What follows belongs to an exercise in optimizing a design on an open flow for small area, a short achievable clock period and few clock cycles; a production flow would make more cautious choices.
In this exercise RTL edits were held to simulation tests only and were not proved equivalent to the original.
No activity file was given, so power comes from the tool's default toggle rates.

File: flow/design.v
`timescale 1ns / 1ps
package stok_pkg;
    localparam int DefLineWidth   = 20;
    localparam int DefColumnWidth = 16;
    localparam int OutLineW       = 20;
    localparam int OutColW        = 16;
    localparam int QueueDepth     = 4;
    localparam int QueuePtrW      = $clog2(QueueDepth);
    localparam int NumKeywords    = 25;
    typedef enum logic [4:0] {
        M_IDLE, M_PEND, M_SHIFT, M_LCOMM, M_BCOMM, M_BSTAR, M_IDENT, M_ZERO,
        M_DEC, M_DOT, M_HEX, M_BIN, M_FRAC, M_EXPS, M_EXPD, M_STR, M_SESC,
        M_SHEX, M_COPEN, M_CESC, M_CHEX, M_CCLOSE, M_PRAGMA
    } t_lex_mode;
    localparam logic RK_TOKEN = 1'b0;
    localparam logic RK_TEXT  = 1'b1;
    localparam logic [6:0] TK_END     = 7'd0;
    localparam logic [6:0] TK_IDENT   = 7'd1;
    localparam logic [6:0] TK_INT     = 7'd2;
    localparam logic [6:0] TK_FLOAT   = 7'd3;
    localparam logic [6:0] TK_STR     = 7'd4;
    localparam logic [6:0] TK_CHAR    = 7'd5;
    localparam logic [6:0] TK_PRAGMA  = 7'd6;
    localparam logic [6:0] TK_ERROR   = 7'd7;
    localparam logic [6:0] TK_KW      = 7'd8;
    localparam logic [6:0] TK_LPAREN  = 7'd33;
    localparam logic [6:0] TK_RPAREN  = 7'd34;
    localparam logic [6:0] TK_LBRACE  = 7'd35;
    localparam logic [6:0] TK_RBRACE  = 7'd36;
    localparam logic [6:0] TK_LBRACK  = 7'd37;
    localparam logic [6:0] TK_RBRACK  = 7'd38;
    localparam logic [6:0] TK_COMMA   = 7'd39;
    localparam logic [6:0] TK_SEMI    = 7'd40;
    localparam logic [6:0] TK_COLON   = 7'd41;
    localparam logic [6:0] TK_DOT     = 7'd42;
    localparam logic [6:0] TK_QUEST   = 7'd43;
    localparam logic [6:0] TK_PLUS    = 7'd44;
    localparam logic [6:0] TK_INC     = 7'd45;
    localparam logic [6:0] TK_ADD_EQ  = 7'd46;
    localparam logic [6:0] TK_MINUS   = 7'd47;
    localparam logic [6:0] TK_ARROW   = 7'd48;
    localparam logic [6:0] TK_DECR    = 7'd49;
    localparam logic [6:0] TK_SUB_EQ  = 7'd50;
    localparam logic [6:0] TK_STAR    = 7'd51;
    localparam logic [6:0] TK_MUL_EQ  = 7'd52;
    localparam logic [6:0] TK_SLASH   = 7'd53;
    localparam logic [6:0] TK_DIV_EQ  = 7'd54;
    localparam logic [6:0] TK_PERCENT = 7'd55;
    localparam logic [6:0] TK_MOD_EQ  = 7'd56;
    localparam logic [6:0] TK_AMP     = 7'd57;
    localparam logic [6:0] TK_LAND    = 7'd58;
    localparam logic [6:0] TK_AND_EQ  = 7'd59;
    localparam logic [6:0] TK_PIPE    = 7'd60;
    localparam logic [6:0] TK_LOR     = 7'd61;
    localparam logic [6:0] TK_OR_EQ   = 7'd62;
    localparam logic [6:0] TK_CARET   = 7'd63;
    localparam logic [6:0] TK_XOR_EQ  = 7'd64;
    localparam logic [6:0] TK_TILDE   = 7'd65;
    localparam logic [6:0] TK_BANG    = 7'd66;
    localparam logic [6:0] TK_NE      = 7'd67;
    localparam logic [6:0] TK_LT      = 7'd68;
    localparam logic [6:0] TK_SHL     = 7'd69;
    localparam logic [6:0] TK_SHL_EQ  = 7'd70;
    localparam logic [6:0] TK_LE      = 7'd71;
    localparam logic [6:0] TK_GT      = 7'd72;
    localparam logic [6:0] TK_SHR     = 7'd73;
    localparam logic [6:0] TK_SHR_EQ  = 7'd74;
    localparam logic [6:0] TK_GE      = 7'd75;
    localparam logic [6:0] TK_ASSIGN  = 7'd76;
    localparam logic [6:0] TK_EQ      = 7'd77;
    function automatic logic is_alpha(input logic [7:0] c);
        is_alpha = (c >= "a" && c <= "z") || (c >= "A" && c <= "Z");
    endfunction
    function automatic logic is_digit(input logic [7:0] c);
        is_digit = c >= "0" && c <= "9";
    endfunction
    function automatic logic is_hex(input logic [7:0] c);
        is_hex = is_digit(c) || (c >= "a" && c <= "f") || (c >= "A" && c <= "F");
    endfunction
    function automatic logic [3:0] hex_val(input logic [7:0] c);
        logic [7:0] r;
        if (is_digit(c)) begin
            r = c - "0";
        end else if (c >= "a" && c <= "f") begin
            r = c - "a" + 8'd10;
        end else begin
            r = c - "A" + 8'd10;
        end
        hex_val = r[3:0];
    endfunction
    function automatic logic is_blank(input logic [7:0] c);
        is_blank = c == " " || c == 8'h09 || c == 8'h0D || c == 8'h0A;
    endfunction
    function automatic logic [6:0] op_now(input logic [7:0] c);
        logic [6:0] r;
        case (c)
            "(":     r = TK_LPAREN;
            ")":     r = TK_RPAREN;
            "{":     r = TK_LBRACE;
            "}":     r = TK_RBRACE;
            "[":     r = TK_LBRACK;
            "]":     r = TK_RBRACK;
            ",":     r = TK_COMMA;
            ";":     r = TK_SEMI;
            ":":     r = TK_COLON;
            ".":     r = TK_DOT;
            "?":     r = TK_QUEST;
            "~":     r = TK_TILDE;
            default: r = TK_END;
        endcase
        op_now = r;
    endfunction
    function automatic logic [6:0] op_alone(input logic [7:0] f);
        logic [6:0] r;
        case (f)
            "+":     r = TK_PLUS;
            "-":     r = TK_MINUS;
            "*":     r = TK_STAR;
            "/":     r = TK_SLASH;
            "%":     r = TK_PERCENT;
            "&":     r = TK_AMP;
            "|":     r = TK_PIPE;
            "^":     r = TK_CARET;
            "!":     r = TK_BANG;
            "<":     r = TK_LT;
            ">":     r = TK_GT;
            "=":     r = TK_ASSIGN;
            default: r = TK_END;
        endcase
        op_alone = r;
    endfunction
    function automatic logic [6:0] op_pair(input logic [7:0] f, input logic [7:0] b);
        logic [6:0] r;
        case (f)
            "+":     r = b == "+" ? TK_INC : b == "=" ? TK_ADD_EQ : TK_END;
            "-":     r = b == ">" ? TK_ARROW : b == "-" ? TK_DECR
                       : b == "=" ? TK_SUB_EQ : TK_END;
            "*":     r = b == "=" ? TK_MUL_EQ : TK_END;
            "/":     r = b == "=" ? TK_DIV_EQ : TK_END;
            "%":     r = b == "=" ? TK_MOD_EQ : TK_END;
            "&":     r = b == "&" ? TK_LAND : b == "=" ? TK_AND_EQ : TK_END;
            "|":     r = b == "|" ? TK_LOR : b == "=" ? TK_OR_EQ : TK_END;
            "^":     r = b == "=" ? TK_XOR_EQ : TK_END;
            "!":     r = b == "=" ? TK_NE : TK_END;
            "<":     r = b == "=" ? TK_LE : TK_END;
            ">":     r = b == "=" ? TK_GE : TK_END;
            "=":     r = b == "=" ? TK_EQ : TK_END;
            default: r = TK_END;
        endcase
        op_pair = r;
    endfunction
    function automatic logic [7:0] esc_code(input logic [7:0] e);
        logic [7:0] r;
        case (e)
            "n":     r = 8'h0A;
            "t":     r = 8'h09;
            "r":     r = 8'h0D;
            "0":     r = 8'h00;
            default: r = e;
        endcase
        esc_code = r;
    endfunction
endpackage
`timescale 1ns / 1ps
module stok_lex_pass #(
    parameter int PASS = 1
) (
    input  logic         i_again,
    input  logic [168:0] i_st,
    input  logic [331:0] i_bun,
    input  logic [7:0]   i_b,
    input  logic [19:0]  i_line,
    input  logic [15:0]  i_col,
    input  logic [24:0]  i_kw_first,
    input  logic [24:0]  i_kw_next,
    input  logic [6:0]   i_kind_now,
    output logic         o_again,
    output logic [168:0] o_st,
    output logic [331:0] o_bun
);
    function automatic logic [109:0] mk(input logic rk, input logic [6:0] tk,
                                        input logic [63:0] v, input logic [19:0] ln,
                                        input logic [15:0] cl, input logic u);
        mk = {rk, tk, v, ln, cl, u, 1'b0};
    endfunction
    function automatic logic [331:0] put(input logic [331:0] bd, input logic [109:0] x);
        logic [331:0] r;
        r = bd;
        case (bd[1:0])
            2'd0: r[111:2]   = x;
            2'd1: r[221:112] = x;
            2'd2: r[331:222] = x;
            default: ;
        endcase
        if (bd[1:0] != 2'd3) r[1:0] = bd[1:0] + 2'd1;
        put = r;
    endfunction
    logic [4:0]   s_mode;
    logic [19:0]  s_tl;
    logic [15:0]  s_tc, s_hc;
    logic [63:0]  s_acc;
    logic         s_sat;
    logic [24:0]  s_kw;
    logic [3:0]   s_wl;
    logic [7:0]   s_esc;
    logic [1:0]   s_escd;
    logic [7:0]   s_pop;
    logic         again;
    logic [7:0]   f, e;
    logic [6:0]   k;
    logic [67:0]  m;
    logic [1:0]   ed;
    logic [109:0] e1, e2;
    logic         v1, v2;
    logic [331:0] bun;
    always_comb begin
        {s_mode, s_tl, s_tc, s_hc, s_acc, s_sat, s_kw, s_wl, s_esc, s_escd, s_pop} = i_st;
        bun   = i_bun;
        again = 1'b0;
        f     = s_pop;
        k     = stok_pkg::TK_END;
        m     = 68'd0;
        e     = 8'd0;
        ed    = 2'd0;
        e1    = '0;
        e2    = '0;
        v1    = 1'b0;
        v2    = 1'b0;
        if (i_again) begin
            case (s_mode)
                stok_pkg::M_IDLE: begin
                    s_tl = i_line;
                    s_tc = i_col;
                    k = stok_pkg::op_now(i_b);
                    if (stok_pkg::is_blank(i_b)) begin
                        s_mode = stok_pkg::M_IDLE;
                    end else if (stok_pkg::is_alpha(i_b) || i_b == "_") begin
                        s_mode = stok_pkg::M_IDENT;
                        s_kw = i_kw_first;
                        s_wl = 4'd1;
                        begin e1 = mk(stok_pkg::RK_TEXT, stok_pkg::TK_END, {56'd0, i_b}, s_tl, s_tc, 1'b0); v1 = 1'b1; end
                    end else if (stok_pkg::is_digit(i_b)) begin
                        s_acc = {60'd0, stok_pkg::hex_val(i_b)};
                        s_sat = 1'b0;
                        s_mode = (i_b == "0") ? stok_pkg::M_ZERO : stok_pkg::M_DEC;
                        begin e1 = mk(stok_pkg::RK_TEXT, stok_pkg::TK_END, {56'd0, i_b}, s_tl, s_tc, 1'b0); v1 = 1'b1; end
                    end else if (i_b == "\"") begin
                        s_mode = stok_pkg::M_STR;
                    end else if (i_b == "'") begin
                        s_acc = 64'd0;
                        s_mode = stok_pkg::M_COPEN;
                    end else if (i_b == "#") begin
                        s_mode = stok_pkg::M_PRAGMA;
                    end else if (k != stok_pkg::TK_END) begin
                        begin e1 = mk(stok_pkg::RK_TOKEN, k, 64'd0, s_tl, s_tc, 1'b0); v1 = 1'b1; end
                    end else if (stok_pkg::op_alone(i_b) != stok_pkg::TK_END) begin
                        s_pop = i_b;
                        s_mode = stok_pkg::M_PEND;
                    end else begin
                        begin e1 = mk(stok_pkg::RK_TOKEN, stok_pkg::TK_ERROR, {56'd0, i_b}, s_tl, s_tc, 1'b1); v1 = 1'b1; end
                    end
                end
                stok_pkg::M_PEND: if (PASS == 1) begin
                    k = stok_pkg::op_pair(f, i_b);
                    if (f == "/" && i_b == "/") begin
                        s_mode = stok_pkg::M_LCOMM;
                    end else if (f == "/" && i_b == "*") begin
                        s_mode = stok_pkg::M_BCOMM;
                    end else if ((f == "<" || f == ">") && i_b == f) begin
                        s_mode = stok_pkg::M_SHIFT;
                    end else begin
                        s_mode = stok_pkg::M_IDLE;
                        if (k != stok_pkg::TK_END) begin
                            begin e1 = mk(stok_pkg::RK_TOKEN, k, 64'd0, s_tl, s_tc, 1'b0); v1 = 1'b1; end
                        end else begin
                            begin e1 = mk(stok_pkg::RK_TOKEN, stok_pkg::op_alone(f), 64'd0, s_tl, s_tc, 1'b0); v1 = 1'b1; end
                            again = 1'b1;
                        end
                    end
                end
                stok_pkg::M_SHIFT: if (PASS == 1) begin
                    s_mode = stok_pkg::M_IDLE;
                    if (i_b == "=") begin
                        begin e1 = mk(stok_pkg::RK_TOKEN, (f == "<") ? stok_pkg::TK_SHL_EQ : stok_pkg::TK_SHR_EQ,
                                          64'd0, s_tl, s_tc, 1'b0); v1 = 1'b1; end
                    end else begin
                        begin e1 = mk(stok_pkg::RK_TOKEN, (f == "<") ? stok_pkg::TK_SHL : stok_pkg::TK_SHR,
                                          64'd0, s_tl, s_tc, 1'b0); v1 = 1'b1; end
                        again = 1'b1;
                    end
                end
                stok_pkg::M_LCOMM: if (PASS == 1) begin
                    if (i_b == 8'h0A) s_mode = stok_pkg::M_IDLE;
                end
                stok_pkg::M_BCOMM: if (PASS == 1) begin
                    if (i_b == "*") s_mode = stok_pkg::M_BSTAR;
                end
                stok_pkg::M_BSTAR: if (PASS == 1) begin
                    if (i_b == "/") begin
                        s_mode = stok_pkg::M_IDLE;
                    end else if (i_b != "*") begin
                        s_mode = stok_pkg::M_BCOMM;
                    end
                end
                stok_pkg::M_IDENT: if (PASS == 1) begin
                    if (stok_pkg::is_alpha(i_b) || stok_pkg::is_digit(i_b) || i_b == "_") begin
                        s_kw = i_kw_next;
                        s_wl = (s_wl != 4'd15) ? s_wl + 4'd1 : s_wl;
                        begin e1 = mk(stok_pkg::RK_TEXT, stok_pkg::TK_END, {56'd0, i_b}, s_tl, s_tc, 1'b0); v1 = 1'b1; end
                    end else begin
                        begin e1 = mk(stok_pkg::RK_TOKEN, i_kind_now, 64'd0, s_tl, s_tc, 1'b0); v1 = 1'b1; end
                        s_mode = stok_pkg::M_IDLE;
                        again = 1'b1;
                    end
                end
                stok_pkg::M_ZERO, stok_pkg::M_DEC: if (PASS == 1) begin
                    if (s_mode == stok_pkg::M_ZERO && (i_b == "x" || i_b == "X")) begin
                        s_mode = stok_pkg::M_HEX;
                        begin e1 = mk(stok_pkg::RK_TEXT, stok_pkg::TK_END, {56'd0, i_b}, s_tl, s_tc, 1'b0); v1 = 1'b1; end
                    end else if (s_mode == stok_pkg::M_ZERO && (i_b == "b" || i_b == "B")) begin
                        s_mode = stok_pkg::M_BIN;
                        begin e1 = mk(stok_pkg::RK_TEXT, stok_pkg::TK_END, {56'd0, i_b}, s_tl, s_tc, 1'b0); v1 = 1'b1; end
                    end else if (stok_pkg::is_digit(i_b)) begin
                        s_mode = stok_pkg::M_DEC;
                        m = ({4'd0, s_acc} << 3) + ({4'd0, s_acc} << 1)
                            + {64'd0, stok_pkg::hex_val(i_b)};
                        if (s_sat || m[67:64] != 4'd0) begin
                            s_acc = '1;
                            s_sat = 1'b1;
                        end else begin
                            s_acc = m[63:0];
                        end
                        begin e1 = mk(stok_pkg::RK_TEXT, stok_pkg::TK_END, {56'd0, i_b}, s_tl, s_tc, 1'b0); v1 = 1'b1; end
                    end else if (i_b == ".") begin
                        s_hc = i_col;
                        s_mode = stok_pkg::M_DOT;
                    end else if (i_b == "e" || i_b == "E") begin
                        s_mode = stok_pkg::M_EXPS;
                        begin e1 = mk(stok_pkg::RK_TEXT, stok_pkg::TK_END, {56'd0, i_b}, s_tl, s_tc, 1'b0); v1 = 1'b1; end
                    end else begin
                        begin e1 = mk(stok_pkg::RK_TOKEN, stok_pkg::TK_INT, s_acc, s_tl, s_tc, 1'b0); v1 = 1'b1; end
                        s_mode = stok_pkg::M_IDLE;
                        again = 1'b1;
                    end
                end
                stok_pkg::M_DOT: if (PASS == 1) begin
                    if (stok_pkg::is_digit(i_b)) begin
                        begin e1 = mk(stok_pkg::RK_TEXT, stok_pkg::TK_END, {56'd0, 8'h2E}, s_tl, s_tc, 1'b0); v1 = 1'b1; end
                        begin e2 = mk(stok_pkg::RK_TEXT, stok_pkg::TK_END, {56'd0, i_b}, s_tl, s_tc, 1'b0); v2 = 1'b1; end
                        s_mode = stok_pkg::M_FRAC;
                    end else begin
                        begin e1 = mk(stok_pkg::RK_TOKEN, stok_pkg::TK_INT, s_acc, s_tl, s_tc, 1'b0); v1 = 1'b1; end
                        begin e2 = mk(stok_pkg::RK_TOKEN, stok_pkg::TK_DOT, 64'd0, i_line, s_hc, 1'b0); v2 = 1'b1; end
                        s_mode = stok_pkg::M_IDLE;
                        again = 1'b1;
                    end
                end
                stok_pkg::M_HEX: if (PASS == 1) begin
                    if (stok_pkg::is_hex(i_b)) begin
                        if (s_sat || s_acc[63:60] != 4'd0) begin
                            s_acc = '1;
                            s_sat = 1'b1;
                        end else begin
                            s_acc = {s_acc[59:0], stok_pkg::hex_val(i_b)};
                        end
                        begin e1 = mk(stok_pkg::RK_TEXT, stok_pkg::TK_END, {56'd0, i_b}, s_tl, s_tc, 1'b0); v1 = 1'b1; end
                    end else begin
                        begin e1 = mk(stok_pkg::RK_TOKEN, stok_pkg::TK_INT, s_acc, s_tl, s_tc, 1'b0); v1 = 1'b1; end
                        s_mode = stok_pkg::M_IDLE;
                        again = 1'b1;
                    end
                end
                stok_pkg::M_BIN: if (PASS == 1) begin
                    if (i_b == "0" || i_b == "1") begin
                        if (s_sat || s_acc[63]) begin
                            s_acc = '1;
                            s_sat = 1'b1;
                        end else begin
                            s_acc = {s_acc[62:0], i_b[0]};
                        end
                        begin e1 = mk(stok_pkg::RK_TEXT, stok_pkg::TK_END, {56'd0, i_b}, s_tl, s_tc, 1'b0); v1 = 1'b1; end
                    end else begin
                        begin e1 = mk(stok_pkg::RK_TOKEN, stok_pkg::TK_INT, s_acc, s_tl, s_tc, 1'b0); v1 = 1'b1; end
                        s_mode = stok_pkg::M_IDLE;
                        again = 1'b1;
                    end
                end
                stok_pkg::M_FRAC, stok_pkg::M_EXPS, stok_pkg::M_EXPD: if (PASS == 1) begin
                    if (stok_pkg::is_digit(i_b)) begin
                        if (s_mode == stok_pkg::M_EXPS) s_mode = stok_pkg::M_EXPD;
                        begin e1 = mk(stok_pkg::RK_TEXT, stok_pkg::TK_END, {56'd0, i_b}, s_tl, s_tc, 1'b0); v1 = 1'b1; end
                    end else if (s_mode == stok_pkg::M_FRAC && (i_b == "e" || i_b == "E")) begin
                        s_mode = stok_pkg::M_EXPS;
                        begin e1 = mk(stok_pkg::RK_TEXT, stok_pkg::TK_END, {56'd0, i_b}, s_tl, s_tc, 1'b0); v1 = 1'b1; end
                    end else if (s_mode == stok_pkg::M_EXPS && (i_b == "+" || i_b == "-")) begin
                        s_mode = stok_pkg::M_EXPD;
                        begin e1 = mk(stok_pkg::RK_TEXT, stok_pkg::TK_END, {56'd0, i_b}, s_tl, s_tc, 1'b0); v1 = 1'b1; end
                    end else begin
                        begin e1 = mk(stok_pkg::RK_TOKEN, stok_pkg::TK_FLOAT, 64'd0, s_tl, s_tc, 1'b0); v1 = 1'b1; end
                        s_mode = stok_pkg::M_IDLE;
                        again = 1'b1;
                    end
                end
                stok_pkg::M_STR: if (PASS <= 2) begin
                    if (i_b == "\"") begin
                        begin e1 = mk(stok_pkg::RK_TOKEN, stok_pkg::TK_STR, 64'd0, s_tl, s_tc, 1'b0); v1 = 1'b1; end
                        s_mode = stok_pkg::M_IDLE;
                    end else if (i_b == "\\") begin
                        s_mode = stok_pkg::M_SESC;
                    end else begin
                        begin e1 = mk(stok_pkg::RK_TEXT, stok_pkg::TK_END, {56'd0, i_b}, s_tl, s_tc, 1'b0); v1 = 1'b1; end
                    end
                end
                stok_pkg::M_SESC: if (PASS == 1) begin
                    if (i_b == "x") begin
                        s_esc = 8'd0;
                        s_escd = 2'd0;
                        s_mode = stok_pkg::M_SHEX;
                    end else begin
                        begin e1 = mk(stok_pkg::RK_TEXT, stok_pkg::TK_END, {56'd0, stok_pkg::esc_code(i_b)},
                                          s_tl, s_tc, 1'b0); v1 = 1'b1; end
                        s_mode = stok_pkg::M_STR;
                    end
                end
                stok_pkg::M_SHEX: if (PASS == 1) begin
                    if (stok_pkg::is_hex(i_b)) begin
                        e = {s_esc[3:0], stok_pkg::hex_val(i_b)};
                        ed = s_escd + 2'd1;
                        s_esc = e;
                        s_escd = ed;
                        if (ed[1]) begin
                            begin e1 = mk(stok_pkg::RK_TEXT, stok_pkg::TK_END, {56'd0, e}, s_tl, s_tc, 1'b0); v1 = 1'b1; end
                            s_mode = stok_pkg::M_STR;
                        end
                    end else begin
                        begin e1 = mk(stok_pkg::RK_TEXT, stok_pkg::TK_END, {56'd0, s_esc}, s_tl, s_tc, 1'b0); v1 = 1'b1; end
                        s_mode = stok_pkg::M_STR;
                        again = 1'b1;
                    end
                end
                stok_pkg::M_COPEN: if (PASS == 1) begin
                    if (i_b == "\\") begin
                        s_mode = stok_pkg::M_CESC;
                    end else begin
                        s_acc = {56'd0, i_b};
                        s_mode = stok_pkg::M_CCLOSE;
                    end
                end
                stok_pkg::M_CESC: if (PASS == 1) begin
                    if (i_b == "x") begin
                        s_esc = 8'd0;
                        s_escd = 2'd0;
                        s_acc = 64'd0;
                        s_mode = stok_pkg::M_CHEX;
                    end else begin
                        s_acc = {56'd0, stok_pkg::esc_code(i_b)};
                        s_mode = stok_pkg::M_CCLOSE;
                    end
                end
                stok_pkg::M_CHEX: if (PASS == 1) begin
                    if (stok_pkg::is_hex(i_b)) begin
                        e = {s_esc[3:0], stok_pkg::hex_val(i_b)};
                        ed = s_escd + 2'd1;
                        s_esc = e;
                        s_escd = ed;
                        s_acc = {56'd0, e};
                        if (ed[1]) s_mode = stok_pkg::M_CCLOSE;
                    end else begin
                        s_acc = {56'd0, s_esc};
                        s_mode = stok_pkg::M_CCLOSE;
                        again = 1'b1;
                    end
                end
                stok_pkg::M_CCLOSE: if (PASS <= 2) begin
                    s_mode = stok_pkg::M_IDLE;
                    if (i_b == "'") begin
                        begin e1 = mk(stok_pkg::RK_TOKEN, stok_pkg::TK_CHAR, s_acc, s_tl, s_tc, 1'b0); v1 = 1'b1; end
                    end else begin
                        begin e1 = mk(stok_pkg::RK_TOKEN, stok_pkg::TK_CHAR, s_acc, s_tl, s_tc, 1'b1); v1 = 1'b1; end
                        again = 1'b1;
                    end
                end
                stok_pkg::M_PRAGMA: if (PASS == 1) begin
                    if (i_b == 8'h0A) begin
                        begin e1 = mk(stok_pkg::RK_TOKEN, stok_pkg::TK_PRAGMA, 64'd0, s_tl, s_tc, 1'b0); v1 = 1'b1; end
                        s_mode = stok_pkg::M_IDLE;
                    end else begin
                        begin e1 = mk(stok_pkg::RK_TEXT, stok_pkg::TK_END, {56'd0, i_b}, s_tl, s_tc, 1'b0); v1 = 1'b1; end
                    end
                end
                default: if (PASS == 1) begin
                    s_mode = stok_pkg::M_IDLE;
                    again = 1'b1;
                end
            endcase
            if (v1) bun = put(bun, e1);
            if (v2) bun = put(bun, e2);
        end
        o_again = again;
        o_st    = {s_mode, s_tl, s_tc, s_hc, s_acc, s_sat, s_kw, s_wl, s_esc, s_escd, s_pop};
        o_bun   = bun;
    end
endmodule
`timescale 1ns / 1ps
module stok_front (
    input  logic         i_clk,
    input  logic         i_rst_n,
    input  logic         i_in_valid,
    input  logic [7:0]   i_src_byte,
    input  logic         i_end_of_input,
    output logic         o_in_stall,
    input  logic         i_q_full,
    output logic         o_push,
    output logic [331:0] o_bundle
);
    typedef logic [stok_pkg::DefLineWidth-1:0]   t_line;
    typedef logic [stok_pkg::DefColumnWidth-1:0] t_col;
    localparam t_line LineOne = 1;
    localparam t_col  ColOne  = 1;
    function automatic logic [109:0] mk(input logic rk, input logic [6:0] tk,
                                        input logic [63:0] v, input t_line ln,
                                        input t_col cl, input logic u);
        logic [stok_pkg::OutLineW-1:0] l;
        logic [stok_pkg::OutColW-1:0]  c;
        l = ln;
        c = cl;
        mk = {rk, tk, v, l, c, u, 1'b0};
    endfunction
    function automatic logic [331:0] put(input logic [331:0] bd, input logic [109:0] x);
        logic [331:0] r;
        r = bd;
        case (bd[1:0])
            2'd0: r[111:2]   = x;
            2'd1: r[221:112] = x;
            2'd2: r[331:222] = x;
            default: ;
        endcase
        if (bd[1:0] != 2'd3) r[1:0] = bd[1:0] + 2'd1;
        put = r;
    endfunction
    logic [4:0]  r_mode, s_mode;
    t_line       r_tl, s_tl;
    t_col        r_tc, s_tc, r_hc, s_hc;
    logic [63:0] r_acc, s_acc;
    logic        r_sat, s_sat;
    logic [24:0] r_kw, s_kw;
    logic [3:0]  r_wl, s_wl;
    logic [7:0]  r_esc, s_esc;
    logic [1:0]  r_escd, s_escd;
    logic [7:0]  r_pop, s_pop;
    t_line       r_line, n_line;
    t_col        r_col, n_col;
    logic [331:0] bun;
    logic         again;
    logic         accept;
    logic [7:0]   b, f, e;
    logic [6:0]   k;
    logic [67:0]  m;
    logic [1:0]   ed;
    logic [109:0] e1, e2;
    logic         v1, v2;
    logic [24:0]  kw_first, kw_next;
    logic [6:0]   kind_now;
    always_comb begin
        kw_first[0] = (b == "f");
        kw_first[1] = (b == "r");
        kw_first[2] = (b == "i");
        kw_first[3] = (b == "e");
        kw_first[4] = (b == "w");
        kw_first[5] = (b == "d");
        kw_first[6] = (b == "f");
        kw_first[7] = (b == "b");
        kw_first[8] = (b == "c");
        kw_first[9] = (b == "s");
        kw_first[10] = (b == "p");
        kw_first[11] = (b == "i");
        kw_first[12] = (b == "c");
        kw_first[13] = (b == "s");
        kw_first[14] = (b == "e");
        kw_first[15] = (b == "c");
        kw_first[16] = (b == "n");
        kw_first[17] = (b == "d");
        kw_first[18] = (b == "n");
        kw_first[19] = (b == "t");
        kw_first[20] = (b == "f");
        kw_first[21] = (b == "e");
        kw_first[22] = (b == "v");
        kw_first[23] = (b == "s");
        kw_first[24] = (b == "w");
        case (r_wl)
            4'd0: kw_next[0] = r_kw[0] && (b == "f");
            4'd1: kw_next[0] = r_kw[0] && (b == "n");
            default: kw_next[0] = 1'b0;
        endcase
        case (r_wl)
            4'd0: kw_next[1] = r_kw[1] && (b == "r");
            4'd1: kw_next[1] = r_kw[1] && (b == "e");
            4'd2: kw_next[1] = r_kw[1] && (b == "t");
            4'd3: kw_next[1] = r_kw[1] && (b == "u");
            4'd4: kw_next[1] = r_kw[1] && (b == "r");
            4'd5: kw_next[1] = r_kw[1] && (b == "n");
            default: kw_next[1] = 1'b0;
        endcase
        case (r_wl)
            4'd0: kw_next[2] = r_kw[2] && (b == "i");
            4'd1: kw_next[2] = r_kw[2] && (b == "f");
            default: kw_next[2] = 1'b0;
        endcase
        case (r_wl)
            4'd0: kw_next[3] = r_kw[3] && (b == "e");
            4'd1: kw_next[3] = r_kw[3] && (b == "l");
            4'd2: kw_next[3] = r_kw[3] && (b == "s");
            4'd3: kw_next[3] = r_kw[3] && (b == "e");
            default: kw_next[3] = 1'b0;
        endcase
        case (r_wl)
            4'd0: kw_next[4] = r_kw[4] && (b == "w");
            4'd1: kw_next[4] = r_kw[4] && (b == "h");
            4'd2: kw_next[4] = r_kw[4] && (b == "i");
            4'd3: kw_next[4] = r_kw[4] && (b == "l");
            4'd4: kw_next[4] = r_kw[4] && (b == "e");
            default: kw_next[4] = 1'b0;
        endcase
        case (r_wl)
            4'd0: kw_next[5] = r_kw[5] && (b == "d");
            4'd1: kw_next[5] = r_kw[5] && (b == "o");
            default: kw_next[5] = 1'b0;
        endcase
        case (r_wl)
            4'd0: kw_next[6] = r_kw[6] && (b == "f");
            4'd1: kw_next[6] = r_kw[6] && (b == "o");
            4'd2: kw_next[6] = r_kw[6] && (b == "r");
            default: kw_next[6] = 1'b0;
        endcase
        case (r_wl)
            4'd0: kw_next[7] = r_kw[7] && (b == "b");
            4'd1: kw_next[7] = r_kw[7] && (b == "r");
            4'd2: kw_next[7] = r_kw[7] && (b == "e");
            4'd3: kw_next[7] = r_kw[7] && (b == "a");
            4'd4: kw_next[7] = r_kw[7] && (b == "k");
            default: kw_next[7] = 1'b0;
        endcase
        case (r_wl)
            4'd0: kw_next[8] = r_kw[8] && (b == "c");
            4'd1: kw_next[8] = r_kw[8] && (b == "o");
            4'd2: kw_next[8] = r_kw[8] && (b == "n");
            4'd3: kw_next[8] = r_kw[8] && (b == "t");
            4'd4: kw_next[8] = r_kw[8] && (b == "i");
            4'd5: kw_next[8] = r_kw[8] && (b == "n");
            4'd6: kw_next[8] = r_kw[8] && (b == "u");
            4'd7: kw_next[8] = r_kw[8] && (b == "e");
            default: kw_next[8] = 1'b0;
        endcase
        case (r_wl)
            4'd0: kw_next[9] = r_kw[9] && (b == "s");
            4'd1: kw_next[9] = r_kw[9] && (b == "t");
            4'd2: kw_next[9] = r_kw[9] && (b == "r");
            4'd3: kw_next[9] = r_kw[9] && (b == "u");
            4'd4: kw_next[9] = r_kw[9] && (b == "c");
            4'd5: kw_next[9] = r_kw[9] && (b == "t");
            default: kw_next[9] = 1'b0;
        endcase
        case (r_wl)
            4'd0: kw_next[10] = r_kw[10] && (b == "p");
            4'd1: kw_next[10] = r_kw[10] && (b == "r");
            4'd2: kw_next[10] = r_kw[10] && (b == "o");
            4'd3: kw_next[10] = r_kw[10] && (b == "t");
            4'd4: kw_next[10] = r_kw[10] && (b == "o");
            4'd5: kw_next[10] = r_kw[10] && (b == "c");
            4'd6: kw_next[10] = r_kw[10] && (b == "o");
            4'd7: kw_next[10] = r_kw[10] && (b == "l");
            default: kw_next[10] = 1'b0;
        endcase
        case (r_wl)
            4'd0: kw_next[11] = r_kw[11] && (b == "i");
            4'd1: kw_next[11] = r_kw[11] && (b == "m");
            4'd2: kw_next[11] = r_kw[11] && (b == "p");
            4'd3: kw_next[11] = r_kw[11] && (b == "l");
            default: kw_next[11] = 1'b0;
        endcase
        case (r_wl)
            4'd0: kw_next[12] = r_kw[12] && (b == "c");
            4'd1: kw_next[12] = r_kw[12] && (b == "o");
            4'd2: kw_next[12] = r_kw[12] && (b == "m");
            4'd3: kw_next[12] = r_kw[12] && (b == "p");
            4'd4: kw_next[12] = r_kw[12] && (b == "o");
            4'd5: kw_next[12] = r_kw[12] && (b == "n");
            4'd6: kw_next[12] = r_kw[12] && (b == "e");
            4'd7: kw_next[12] = r_kw[12] && (b == "n");
            4'd8: kw_next[12] = r_kw[12] && (b == "t");
            default: kw_next[12] = 1'b0;
        endcase
        case (r_wl)
            4'd0: kw_next[13] = r_kw[13] && (b == "s");
            4'd1: kw_next[13] = r_kw[13] && (b == "y");
            4'd2: kw_next[13] = r_kw[13] && (b == "s");
            4'd3: kw_next[13] = r_kw[13] && (b == "t");
            4'd4: kw_next[13] = r_kw[13] && (b == "e");
            4'd5: kw_next[13] = r_kw[13] && (b == "m");
            default: kw_next[13] = 1'b0;
        endcase
        case (r_wl)
            4'd0: kw_next[14] = r_kw[14] && (b == "e");
            4'd1: kw_next[14] = r_kw[14] && (b == "x");
            4'd2: kw_next[14] = r_kw[14] && (b == "t");
            4'd3: kw_next[14] = r_kw[14] && (b == "e");
            4'd4: kw_next[14] = r_kw[14] && (b == "r");
            4'd5: kw_next[14] = r_kw[14] && (b == "n");
            default: kw_next[14] = 1'b0;
        endcase
        case (r_wl)
            4'd0: kw_next[15] = r_kw[15] && (b == "c");
            4'd1: kw_next[15] = r_kw[15] && (b == "o");
            4'd2: kw_next[15] = r_kw[15] && (b == "n");
            4'd3: kw_next[15] = r_kw[15] && (b == "s");
            4'd4: kw_next[15] = r_kw[15] && (b == "t");
            default: kw_next[15] = 1'b0;
        endcase
        case (r_wl)
            4'd0: kw_next[16] = r_kw[16] && (b == "n");
            4'd1: kw_next[16] = r_kw[16] && (b == "e");
            4'd2: kw_next[16] = r_kw[16] && (b == "w");
            default: kw_next[16] = 1'b0;
        endcase
        case (r_wl)
            4'd0: kw_next[17] = r_kw[17] && (b == "d");
            4'd1: kw_next[17] = r_kw[17] && (b == "e");
            4'd2: kw_next[17] = r_kw[17] && (b == "l");
            4'd3: kw_next[17] = r_kw[17] && (b == "e");
            4'd4: kw_next[17] = r_kw[17] && (b == "t");
            4'd5: kw_next[17] = r_kw[17] && (b == "e");
            default: kw_next[17] = 1'b0;
        endcase
        case (r_wl)
            4'd0: kw_next[18] = r_kw[18] && (b == "n");
            4'd1: kw_next[18] = r_kw[18] && (b == "u");
            4'd2: kw_next[18] = r_kw[18] && (b == "l");
            4'd3: kw_next[18] = r_kw[18] && (b == "l");
            default: kw_next[18] = 1'b0;
        endcase
        case (r_wl)
            4'd0: kw_next[19] = r_kw[19] && (b == "t");
            4'd1: kw_next[19] = r_kw[19] && (b == "r");
            4'd2: kw_next[19] = r_kw[19] && (b == "u");
            4'd3: kw_next[19] = r_kw[19] && (b == "e");
            default: kw_next[19] = 1'b0;
        endcase
        case (r_wl)
            4'd0: kw_next[20] = r_kw[20] && (b == "f");
            4'd1: kw_next[20] = r_kw[20] && (b == "a");
            4'd2: kw_next[20] = r_kw[20] && (b == "l");
            4'd3: kw_next[20] = r_kw[20] && (b == "s");
            4'd4: kw_next[20] = r_kw[20] && (b == "e");
            default: kw_next[20] = 1'b0;
        endcase
        case (r_wl)
            4'd0: kw_next[21] = r_kw[21] && (b == "e");
            4'd1: kw_next[21] = r_kw[21] && (b == "n");
            4'd2: kw_next[21] = r_kw[21] && (b == "t");
            default: kw_next[21] = 1'b0;
        endcase
        case (r_wl)
            4'd0: kw_next[22] = r_kw[22] && (b == "v");
            4'd1: kw_next[22] = r_kw[22] && (b == "o");
            4'd2: kw_next[22] = r_kw[22] && (b == "i");
            4'd3: kw_next[22] = r_kw[22] && (b == "d");
            default: kw_next[22] = 1'b0;
        endcase
        case (r_wl)
            4'd0: kw_next[23] = r_kw[23] && (b == "s");
            4'd1: kw_next[23] = r_kw[23] && (b == "i");
            4'd2: kw_next[23] = r_kw[23] && (b == "z");
            4'd3: kw_next[23] = r_kw[23] && (b == "e");
            4'd4: kw_next[23] = r_kw[23] && (b == "o");
            4'd5: kw_next[23] = r_kw[23] && (b == "f");
            default: kw_next[23] = 1'b0;
        endcase
        case (r_wl)
            4'd0: kw_next[24] = r_kw[24] && (b == "w");
            4'd1: kw_next[24] = r_kw[24] && (b == "o");
            4'd2: kw_next[24] = r_kw[24] && (b == "r");
            4'd3: kw_next[24] = r_kw[24] && (b == "l");
            4'd4: kw_next[24] = r_kw[24] && (b == "d");
            default: kw_next[24] = 1'b0;
        endcase
        kind_now = stok_pkg::TK_IDENT;
        if (r_kw[24] && r_wl == 4'd5) kind_now = stok_pkg::TK_KW + 7'd24;
        if (r_kw[23] && r_wl == 4'd6) kind_now = stok_pkg::TK_KW + 7'd23;
        if (r_kw[22] && r_wl == 4'd4) kind_now = stok_pkg::TK_KW + 7'd22;
        if (r_kw[21] && r_wl == 4'd3) kind_now = stok_pkg::TK_KW + 7'd21;
        if (r_kw[20] && r_wl == 4'd5) kind_now = stok_pkg::TK_KW + 7'd20;
        if (r_kw[19] && r_wl == 4'd4) kind_now = stok_pkg::TK_KW + 7'd19;
        if (r_kw[18] && r_wl == 4'd4) kind_now = stok_pkg::TK_KW + 7'd18;
        if (r_kw[17] && r_wl == 4'd6) kind_now = stok_pkg::TK_KW + 7'd17;
        if (r_kw[16] && r_wl == 4'd3) kind_now = stok_pkg::TK_KW + 7'd16;
        if (r_kw[15] && r_wl == 4'd5) kind_now = stok_pkg::TK_KW + 7'd15;
        if (r_kw[14] && r_wl == 4'd6) kind_now = stok_pkg::TK_KW + 7'd14;
        if (r_kw[13] && r_wl == 4'd6) kind_now = stok_pkg::TK_KW + 7'd13;
        if (r_kw[12] && r_wl == 4'd9) kind_now = stok_pkg::TK_KW + 7'd12;
        if (r_kw[11] && r_wl == 4'd4) kind_now = stok_pkg::TK_KW + 7'd11;
        if (r_kw[10] && r_wl == 4'd8) kind_now = stok_pkg::TK_KW + 7'd10;
        if (r_kw[9] && r_wl == 4'd6) kind_now = stok_pkg::TK_KW + 7'd9;
        if (r_kw[8] && r_wl == 4'd8) kind_now = stok_pkg::TK_KW + 7'd8;
        if (r_kw[7] && r_wl == 4'd5) kind_now = stok_pkg::TK_KW + 7'd7;
        if (r_kw[6] && r_wl == 4'd3) kind_now = stok_pkg::TK_KW + 7'd6;
        if (r_kw[5] && r_wl == 4'd2) kind_now = stok_pkg::TK_KW + 7'd5;
        if (r_kw[4] && r_wl == 4'd5) kind_now = stok_pkg::TK_KW + 7'd4;
        if (r_kw[3] && r_wl == 4'd4) kind_now = stok_pkg::TK_KW + 7'd3;
        if (r_kw[2] && r_wl == 4'd2) kind_now = stok_pkg::TK_KW + 7'd2;
        if (r_kw[1] && r_wl == 4'd6) kind_now = stok_pkg::TK_KW + 7'd1;
        if (r_kw[0] && r_wl == 4'd2) kind_now = stok_pkg::TK_KW + 7'd0;
    end
    assign o_in_stall = i_q_full;
    assign accept     = i_in_valid && !i_q_full;
    assign b          = i_src_byte;
    logic [168:0] p0_st, p1_st, p2_st, p3_st;
    logic [331:0] p1_bun, p2_bun, p3_bun;
    logic         p1_again, p2_again, p3_again;
    assign p0_st = {r_mode, r_tl, r_tc, r_hc, r_acc, r_sat, r_kw, r_wl, r_esc, r_escd, r_pop};
    stok_lex_pass u_pass1 (
        .i_again(1'b1), .i_st(p0_st), .i_bun(332'd0), .i_b(b), .i_line(r_line), .i_col(r_col),
        .i_kw_first(kw_first), .i_kw_next(kw_next), .i_kind_now(kind_now),
        .o_again(p1_again), .o_st(p1_st), .o_bun(p1_bun)
    );
    stok_lex_pass #(.PASS(2)) u_pass2 (
        .i_again(p1_again), .i_st(p1_st), .i_bun(p1_bun), .i_b(b), .i_line(r_line), .i_col(r_col),
        .i_kw_first(kw_first), .i_kw_next(kw_next), .i_kind_now(kind_now),
        .o_again(p2_again), .o_st(p2_st), .o_bun(p2_bun)
    );
    stok_lex_pass #(.PASS(3)) u_pass3 (
        .i_again(p2_again), .i_st(p2_st), .i_bun(p2_bun), .i_b(b), .i_line(r_line), .i_col(r_col),
        .i_kw_first(kw_first), .i_kw_next(kw_next), .i_kind_now(kind_now),
        .o_again(p3_again), .o_st(p3_st), .o_bun(p3_bun)
    );
    always_comb begin
        s_mode = r_mode; s_tl = r_tl; s_tc = r_tc; s_hc = r_hc; s_acc = r_acc;
        s_sat = r_sat; s_kw = r_kw; s_wl = r_wl; s_esc = r_esc; s_escd = r_escd;
        s_pop = r_pop;
        bun   = '0;
        again = 1'b1;
        f     = r_pop;
        k     = stok_pkg::TK_END;
        m     = 68'd0;
        e     = 8'd0;
        ed    = 2'd0;
        e1    = '0;
        e2    = '0;
        v1    = 1'b0;
        v2    = 1'b0;
        if (i_end_of_input) begin
            case (r_mode)
                stok_pkg::M_PEND:
                    begin e1 = mk(stok_pkg::RK_TOKEN, stok_pkg::op_alone(f), 64'd0, r_tl, r_tc, 1'b0); v1 = 1'b1; end
                stok_pkg::M_SHIFT:
                    begin e1 = mk(stok_pkg::RK_TOKEN, (f == "<") ? stok_pkg::TK_SHL : stok_pkg::TK_SHR,
                                      64'd0, r_tl, r_tc, 1'b0); v1 = 1'b1; end
                stok_pkg::M_IDENT: begin
                    begin e1 = mk(stok_pkg::RK_TOKEN, kind_now, 64'd0, r_tl, r_tc, 1'b0); v1 = 1'b1; end
                end
                stok_pkg::M_ZERO, stok_pkg::M_DEC, stok_pkg::M_HEX, stok_pkg::M_BIN:
                    begin e1 = mk(stok_pkg::RK_TOKEN, stok_pkg::TK_INT, r_acc, r_tl, r_tc, 1'b0); v1 = 1'b1; end
                stok_pkg::M_DOT: begin
                    begin e1 = mk(stok_pkg::RK_TOKEN, stok_pkg::TK_INT, r_acc, r_tl, r_tc, 1'b0); v1 = 1'b1; end
                    begin e2 = mk(stok_pkg::RK_TOKEN, stok_pkg::TK_DOT, 64'd0, r_line, r_hc, 1'b0); v2 = 1'b1; end
                end
                stok_pkg::M_FRAC, stok_pkg::M_EXPS, stok_pkg::M_EXPD:
                    begin e1 = mk(stok_pkg::RK_TOKEN, stok_pkg::TK_FLOAT, 64'd0, r_tl, r_tc, 1'b0); v1 = 1'b1; end
                stok_pkg::M_STR, stok_pkg::M_SESC:
                    begin e1 = mk(stok_pkg::RK_TOKEN, stok_pkg::TK_STR, 64'd0, r_tl, r_tc, 1'b1); v1 = 1'b1; end
                stok_pkg::M_SHEX: begin
                    begin e1 = mk(stok_pkg::RK_TEXT, stok_pkg::TK_END, {56'd0, r_esc}, r_tl, r_tc, 1'b0); v1 = 1'b1; end
                    begin e2 = mk(stok_pkg::RK_TOKEN, stok_pkg::TK_STR, 64'd0, r_tl, r_tc, 1'b1); v2 = 1'b1; end
                end
                stok_pkg::M_COPEN, stok_pkg::M_CESC:
                    begin e1 = mk(stok_pkg::RK_TOKEN, stok_pkg::TK_CHAR, 64'd0, r_tl, r_tc, 1'b1); v1 = 1'b1; end
                stok_pkg::M_CHEX:
                    begin e1 = mk(stok_pkg::RK_TOKEN, stok_pkg::TK_CHAR, {56'd0, r_esc}, r_tl, r_tc, 1'b1); v1 = 1'b1; end
                stok_pkg::M_CCLOSE:
                    begin e1 = mk(stok_pkg::RK_TOKEN, stok_pkg::TK_CHAR, r_acc, r_tl, r_tc, 1'b1); v1 = 1'b1; end
                stok_pkg::M_PRAGMA:
                    begin e1 = mk(stok_pkg::RK_TOKEN, stok_pkg::TK_PRAGMA, 64'd0, r_tl, r_tc, 1'b0); v1 = 1'b1; end
                default: ;
            endcase
            if (v1) bun = put(bun, e1);
            if (v2) bun = put(bun, e2);
            bun = put(bun, mk(stok_pkg::RK_TOKEN, stok_pkg::TK_END, 64'd0, r_line, r_col, 1'b0));
            s_mode = stok_pkg::M_IDLE; s_tl = LineOne; s_tc = ColOne; s_hc = ColOne;
            s_acc = 64'd0; s_sat = 1'b0; s_kw = '1; s_wl = 4'd0; s_esc = 8'd0;
            s_escd = 2'd0; s_pop = 8'd0;
        end else begin
            bun    = p3_bun;
            s_mode = p3_st[168:164]; s_tl = p3_st[163:144]; s_tc = p3_st[143:128];
            s_hc = p3_st[127:112]; s_acc = p3_st[111:48]; s_sat = p3_st[47];
            s_kw = p3_st[46:22]; s_wl = p3_st[21:18]; s_esc = p3_st[17:10];
            s_escd = p3_st[9:8]; s_pop = p3_st[7:0];
        end
        case (bun[1:0])
            2'd1: bun[2]   = 1'b1;
            2'd2: bun[112] = 1'b1;
            2'd3: bun[222] = 1'b1;
            default: ;
        endcase
    end
    always_comb begin
        n_line = r_line;
        n_col  = r_col;
        if (i_end_of_input) begin
            n_line = LineOne;
            n_col  = ColOne;
        end else if (i_src_byte == 8'h0A) begin
            n_line = (r_line != '1) ? r_line + LineOne : r_line;
            n_col  = ColOne;
        end else begin
            n_col = (r_col != '1) ? r_col + ColOne : r_col;
        end
    end
    assign o_push   = accept && (bun[1:0] != 2'd0);
    assign o_bundle = bun;
    always_ff @(posedge i_clk) begin
        if (!i_rst_n) begin
            r_mode <= stok_pkg::M_IDLE;
            r_tl   <= LineOne;
            r_tc   <= ColOne;
            r_hc   <= ColOne;
            r_acc  <= 64'd0;
            r_sat  <= 1'b0;
            r_kw   <= '1;
            r_wl   <= 4'd0;
            r_esc  <= 8'd0;
            r_escd <= 2'd0;
            r_pop  <= 8'd0;
            r_line <= LineOne;
            r_col  <= ColOne;
        end else if (accept) begin
            r_mode <= s_mode;
            r_tl   <= s_tl;
            r_tc   <= s_tc;
            r_hc   <= s_hc;
            r_acc  <= s_acc;
            r_sat  <= s_sat;
            r_kw   <= s_kw;
            r_wl   <= s_wl;
            r_esc  <= s_esc;
            r_escd <= s_escd;
            r_pop  <= s_pop;
            r_line <= n_line;
            r_col  <= n_col;
        end
    end
endmodule
`timescale 1ns / 1ps
module stok_queue (
    input  logic         i_clk,
    input  logic         i_rst_n,
    input  logic         i_push,
    input  logic [331:0] i_bundle,
    input  logic         i_pop,
    output logic [331:0] o_head,
    output logic         o_full,
    output logic         o_empty
);
    localparam int Depth = stok_pkg::QueueDepth;
    localparam int PtrW  = stok_pkg::QueuePtrW;
    logic [331:0]  r_mem [Depth];
    logic [PtrW-1:0] r_wr, n_wr, r_rd, n_rd;
    logic [PtrW:0]   r_cnt, n_cnt;
    logic            do_push, do_pop;
    assign o_full  = (r_cnt == (PtrW+1)'(Depth));
    assign o_empty = (r_cnt == '0);
    assign do_push = i_push && !o_full;
    assign do_pop  = i_pop && !o_empty;
    assign o_head  = r_mem[r_rd];
    always_comb begin
        n_wr  = do_push ? r_wr + 1'b1 : r_wr;
        n_rd  = do_pop ? r_rd + 1'b1 : r_rd;
        n_cnt = r_cnt + (PtrW+1)'(do_push) - (PtrW+1)'(do_pop);
    end
    always_ff @(posedge i_clk) begin
        if (do_push) begin
            r_mem[r_wr] <= i_bundle;
        end
    end
    always_ff @(posedge i_clk) begin
        if (!i_rst_n) begin
            r_wr  <= '0;
            r_rd  <= '0;
            r_cnt <= '0;
        end else begin
            r_wr  <= n_wr;
            r_rd  <= n_rd;
            r_cnt <= n_cnt;
        end
    end
endmodule
`timescale 1ns / 1ps
module stok_back (
    input  logic         i_clk,
    input  logic         i_rst_n,
    input  logic [331:0] i_head,
    input  logic         i_q_empty,
    output logic         o_pop,
    output logic         o_out_valid,
    output logic [109:0] o_out,
    input  logic         i_out_stall
);
    logic         r_valid, n_valid;
    logic [109:0] r_out, sel;
    logic [1:0]   r_idx, n_idx;
    logic         load, at_last;
    assign load    = !i_q_empty && (!r_valid || !i_out_stall);
    assign at_last = (r_idx == i_head[1:0] - 2'd1);
    assign o_pop   = load && at_last;
    always_comb begin
        case (r_idx)
            2'd0:    sel = i_head[111:2];
            2'd1:    sel = i_head[221:112];
            default: sel = i_head[331:222];
        endcase
    end
    always_comb begin
        n_idx   = r_idx;
        n_valid = r_valid;
        if (load) begin
            n_idx   = at_last ? 2'd0 : r_idx + 2'd1;
            n_valid = 1'b1;
        end else if (!i_out_stall) begin
            n_valid = 1'b0;
        end
    end
    always_ff @(posedge i_clk) begin
        if (load) begin
            r_out <= sel;
        end
    end
    always_ff @(posedge i_clk) begin
        if (!i_rst_n) begin
            r_valid <= 1'b0;
            r_idx   <= 2'd0;
        end else begin
            r_valid <= n_valid;
            r_idx   <= n_idx;
        end
    end
    assign o_out_valid = r_valid;
    assign o_out       = r_out;
endmodule
`timescale 1ns / 1ps
module source_tokenizer_unit (
    input  logic        i_clk,
    input  logic        i_rst_n,
    input  logic        i_in_valid,
    input  logic [7:0]  i_src_byte,
    input  logic        i_end_of_input,
    output logic        o_in_stall,
    output logic        o_out_valid,
    output logic        o_result_kind,
    output logic [6:0]  o_token_kind,
    output logic [63:0] o_token_value,
    output logic [19:0] o_start_line,
    output logic [15:0] o_start_column,
    output logic        o_unterminated,
    output logic        o_last_of_run,
    input  logic        i_out_stall
);
    logic [331:0] push_bundle, head;
    logic         q_full, q_empty;
    logic         push, pop;
    logic [109:0] out_item;
    stok_front u_front (
        .i_clk         (i_clk),
        .i_rst_n       (i_rst_n),
        .i_in_valid    (i_in_valid),
        .i_src_byte    (i_src_byte),
        .i_end_of_input(i_end_of_input),
        .o_in_stall    (o_in_stall),
        .i_q_full      (q_full),
        .o_push        (push),
        .o_bundle      (push_bundle)
    );
    stok_queue u_queue (
        .i_clk   (i_clk),
        .i_rst_n (i_rst_n),
        .i_push  (push),
        .i_bundle(push_bundle),
        .i_pop   (pop),
        .o_head  (head),
        .o_full  (q_full),
        .o_empty (q_empty)
    );
    stok_back u_back (
        .i_clk      (i_clk),
        .i_rst_n    (i_rst_n),
        .i_head     (head),
        .i_q_empty  (q_empty),
        .o_pop      (pop),
        .o_out_valid(o_out_valid),
        .o_out      (out_item),
        .i_out_stall(i_out_stall)
    );
    assign {o_result_kind, o_token_kind, o_token_value, o_start_line, o_start_column,
            o_unterminated, o_last_of_run} = out_item;
endmodule
File: flow/run.sh
#!/bin/bash
# synth_recipe.tcl (not shown) runs the flow's synth.tcl, then flattens the netlist and writes it again
# the make line also repeats each setting of config.mk as NAME=value (left out here)
make -C /OpenROAD-flow-scripts/flow DESIGN_CONFIG=/design/flow/config.mk WORK_HOME=/design/flow/orfs CLKGATE_MAP_FILE= SYNTH_SCRIPT=/design/flow/synth_recipe.tcl finish
File: flow/config.mk
export PLATFORM = sky130hd
export DESIGN_NAME = source_tokenizer_unit
export DESIGN_NICKNAME = source_tokenizer_unit
export VERILOG_FILES = /design/flow/design.v
export SDC_FILE = /design/flow/constraint.sdc
export NUM_CORES = 4
export LEC_CHECK = 0
export CAP_MARGIN = 20
export CORE_MARGIN = 2
export CORE_UTILIZATION = 40
export SLEW_MARGIN = 20
File: flow/constraint.sdc
create_clock -name core_clock -period 12.0 [get_ports {i_clk}]
set_input_delay 2.4000 -clock core_clock [delete_from_list [all_inputs] [get_ports {i_clk}]]
set_output_delay 2.4000 -clock core_clock [all_outputs]
set_load 0.01 [all_outputs]
==> run summary <==
[registers in the layout, summed over array words and instances, names as in the netlist, 2 cells and up, named ones only]
register	cells
u_front.r_kw	25
u_front.r_esc	8
u_queue.r_wr	2
u_front.r_tl	20
u_front.r_hc	16
u_front.r_acc	64
u_queue.r_mem	1320
u_front.r_mode	5
u_back.r_out	110
u_front.r_pop	8
u_queue.r_rd	2
u_back.r_idx	2
u_front.r_tc	16
u_front.r_wl	4
u_queue.r_cnt	3
u_front.r_col	16
u_front.r_line	20
u_front.r_escd	2
[layout make-up]
cell class	instances	area, um2	share of cell area, %
Sequential cell	1647	47300	51.6
Tap cell	2656	3320	3.63
Multi-Input combinational cell	4533	32300	35.2
Timing Repair Buffer	278	2580	2.82
Clock inverter	101	1150	1.25
Clock buffer	217	4690	5.12
Antenna cell	4	10.0	0.0109
Inverter	71	269	0.294
[per-layer routing]
layer / part of all wire, % / wire length, um / global-route usage [%] / up-vias
li1: - / - / - / 25100
met1: 43 / 111000 / 36.0 / 28900
met2: 44 / 112000 / 36.1 / 2966
met3: 9.3 / 23700 / 5.10 / 563
met4: 3.5 / 8860 / 8.38 / 6
met5: 0.019 / 48 / 0 / -
[Yosys cell counts (26+ instances only)]
| library cell | number | area, um2 |
|---|---|---|
| a211o_1 | 28 | 245 |
| a211oi_1 | 77 | 578 |
| a21o_1 | 54 | 405 |
| a21oi_1 | 338 | 1690 |
| a221oi_1 | 42 | 368 |
| a22o_1 | 79 | 692 |
| a22oi_1 | 205 | 1540 |
| a31oi_1 | 76 | 475 |
| and2_1 | 56 | 350 |
| and3_1 | 52 | 325 |
| buf_1 | 47 | 176 |
| buf_2 | 34 | 170 |
| clkbuf_1 | 395 | 1480 |
| dfxtp_1 | 217 | 4340 |
| edfxtp_1 | 1430 | 42900 |
| ha_1 | 153 | 1910 |
| inv_1 | 68 | 255 |
| mux4_2 | 330 | 7430 |
| nand2_1 | 612 | 2300 |
| nand2b_1 | 30 | 188 |
| nand3_1 | 119 | 596 |
| nand4_1 | 65 | 407 |
| nor2_1 | 416 | 1560 |
| nor2b_1 | 85 | 532 |
| nor3_1 | 119 | 596 |
| nor4_1 | 29 | 181 |
| o211ai_1 | 88 | 661 |
| o21a_1 | 26 | 195 |
| o21ai_0 | 407 | 2040 |
| o22ai_1 | 43 | 269 |
| o311ai_0 | 31 | 272 |
| or3_1 | 58 | 363 |
| xnor2_1 | 48 | 420 |
| xor2_1 | 43 | 377 |
[cell families (layout without fill, tap and decap cells)]
| group | after synthesis | count (layout) | share of synthesized area, % |
|---|---|---|---|
| adder cells (fa/ha/maj) | 156 | 156 | 2.47 |
| flip-flops | 1647 | 1647 | 59.2 |
| other | 1 | 452 | 0.00470 |
| multiplexers | 348 | 348 | 9.53 |
| AO/OA/AOI/OAI | 1723 | 1723 | 14.4 |
| buffers and inverters | 558 | 667 | 2.75 |
| XOR/XNOR | 91 | 91 | 0.998 |
| AND/OR/NAND/NOR | 1767 | 1767 | 10.7 |
[cell usage in the layout, fill, tap and decap left out, types with 119 or more instances in the layout]
master	count
clkdlybuf4s50_1	121
clkbuf_16	177
ha_1	151
nor2_1	410
mux4_2	330
a21oi_1	334
buf_4	138
nand2_1	612
conb_1	448
o21ai_0	404
edfxtp_1	1430
nand3_1	119
dfxtp_1	215
a22oi_1	205
[through the flow]
| step | setup TNS [ns] | power, uW |
|---|---|---|
| after global routing | 0 | 17800 |
| after global placement | 0 | 11800 |
| after detailed placement | 0 | 11800 |
| final | 0 | 17100 |
| after CTS | 0 | 17300 |
| after floorplan | -4351.94 | 10200 |
[where the power goes]
group          internal, uW  leakage [uW]  switching [uW]
logic                  1700        0.0134            2600
registers              7120        0.0150             239
clock network          3180       0.00284            2300
[critical path, stage by stage]
cell and delay [ns]:
clkdlybuf4s50_1 0.56, inv_1 0.38, ha_1 0.79, o21bai_1 0.20, a41o_1 0.33, inv_2 0.19
a31oi_1 0.12, a21boi_0 0.21, buf_4 0.17, o21ai_0 0.16, a2111o_1 0.34, buf_4 0.33
nand2b_1 0.30, ha_1 0.45, inv_1 0.18, or4_1 0.77, nor2_4 0.30, a21o_1 0.12
buf_4 0.31, a21o_4 0.38, a22o_1 0.26
[worst max-delay path by stage]
stage	depth (start not counted)	slack (ns)	end
3_5_place_dp	20	2.75	u_queue.r_mem[3][247]
5_1_grt	21	3.13	u_queue.r_mem[1][27]
6_report	21	3.34	u_queue.r_mem[2][253]
4_1_cts	20	3.63	u_queue.r_mem[1][252]
3_3_place_gp	19	2.81	u_queue.r_mem[0][326]
2_1_floorplan	18	-3.30	u_queue.r_mem[0][0]
==> impl_metrics.yaml <==
outcome:
  outcome: "no timing/DRC/antenna violations"
sta:
  report.final.setup_viol: 0
  grt_setup_unrepaired: "false"
  final.period_utilization_pct: 72.2
  timing.clock.skew_ns: 0.0378
  hold_viol_final: 0
  period_minus_ws_final_ns: 8.66
  timing_worst_slew_pin_value_ns: 1.21
  slew_headroom_pct: 18.7
  layout_setup_ws_ns: 3.34
  holdWs_ns: 0.476
  maxSlewViolCount: 0
  clock.fmax_ghz: 0.115
power_and_ir_drop:
  power.density_nw_per_um2: 187
  power.ir.vdd_worst_uv: 150
  power_leakage_uw: 0.0312
worst_setup_path:
  worstPathMaxFanout: 37
  crit_path_end_kind: "flip-flop"
  r2r_cell_count: 15
  path_class: "primary input to flip-flop"
  setup.worst_path.start: "i_src_byte[1]"
  crit-reg2reg-launch: "u_front.r_pop[2]"
  arrival_ns: 9.32
  regToRegEndpoint: "u_queue.r_mem[2][253]"
  worstPathRequired_ns: 12.66
  ff2ff_setup_slack_ns: 5.31
  critPathLaunchType: "primary input"
route:
  routed-via-count: 57600
  route.detailed.drc: 0
  drt_first_pass_iters: 6
  viasPerCell: 6.06
  starting_drt_drc_count: 7562
  detail-route-antenna-nets: 0
  avgRoutedWirePerCell_um: 26.8
  routed_wl_mm: 255
clock_tree:
  cts_buffers: 173
  cts_buffer_depth: 3
  cts_resized: 0
  clock_sink_count: 1647
  cts_tree: "built"
  path_clk_slew_ns: 0.06
  cts_max_level: 4
  postCtsSetupRepairBufs: 0
  worstSkewPairLatency_ns: 0.83
  cts_root_buffer: "clkbuf_16"
  ctsHoldBuffers: 0
floorplanning:
  placement_rows: 164
  ioPinCount: 125
  core-area_um2: 199000
  floorplan.die.height_um: 451
  die-width_um: 451
  initial_core_util_pct: 40.1
  design.die.area_um2: 203000
global_route:
  grt_usage_pct: 24.5
  grt_overflow: 0
  grt_pass1_vias: 56100
  antenna_found_initial: 6
  grt_first_pass_wirelength_mm: 375
  grt_max_degree: 130
run:
  cap_violations: 0
cells_and_area:
  nets: 6873
  drive_gt1_share_pct: 12.4
  synthToLayoutAreaGrowth_pct: 14.7
  fillerInstances: 17800
  final_core_utilization_pct: 46.0
  finish.instance_area_um2: 91600
  final_cells: 9507
yosys:
  synth-warning-count: 6
  flip_flop_and_latch_count_after_synthesis: 1647
  synth_top_flop_cell: "edfxtp_1"
  postSynth.asyncResetShare_pct: 0
  postSynthCellCount: 6291
  syn_avg_cell_area_um2: 12.7
  synth_edf_count: 1430
  synth_seq_area_share_pct: 59.2
  syn-cell-area_um2: 79900
  synth_cell_types: 115
min_path:
  hold_end: "u_front.r_kw[0]"
  worst_hold_startpoint: "u_front.r_kw[0]"
  worst_hold_path_type: "flip-flop to flip-flop"
  hold_depth: 1
placed_design:
  detailedPlacementHpwl_mm: 162
  buffer_ports.inserted: 124
  post_dp_cell_area_um2: 85700
  post_place_worst_slack_ns: 2.75
  dp_cells: 9185
  gp_routability_congestion: 0.970
Testbench counts, summed over its fixed seeds: cycles 24,251.

[re-timing with driven ports]
How much do the figures lean on ideal ports? The routed layout below was timed once more, with nothing changed but the port constraints. Step 1 assumes that a clkbuf_16 drives the clock port and a buf_2 every other input. Step 2 times the ports against the registers' clock, not the clock port: input delays grow and output delays shrink by t, the midpoint of the rising clock arrivals with the driver on. a / b / c = ideal ports / drivers / drivers and shift; a / b = the first two.
t, ns: 0.906
slack for setup (ns): 3.337 / 3.409 / 2.503
latest minus earliest clock arrival (ns): 0.041 / 0.042
worst register clock-pin slew, ns: 0.07 / 0.07
worst data-port slew with drivers (ns): 0.03
After both steps setup and hold are still met in this run. For this run, drivers alone change the setup slack by +0.072 ns; drivers and shift together by -0.834 ns.
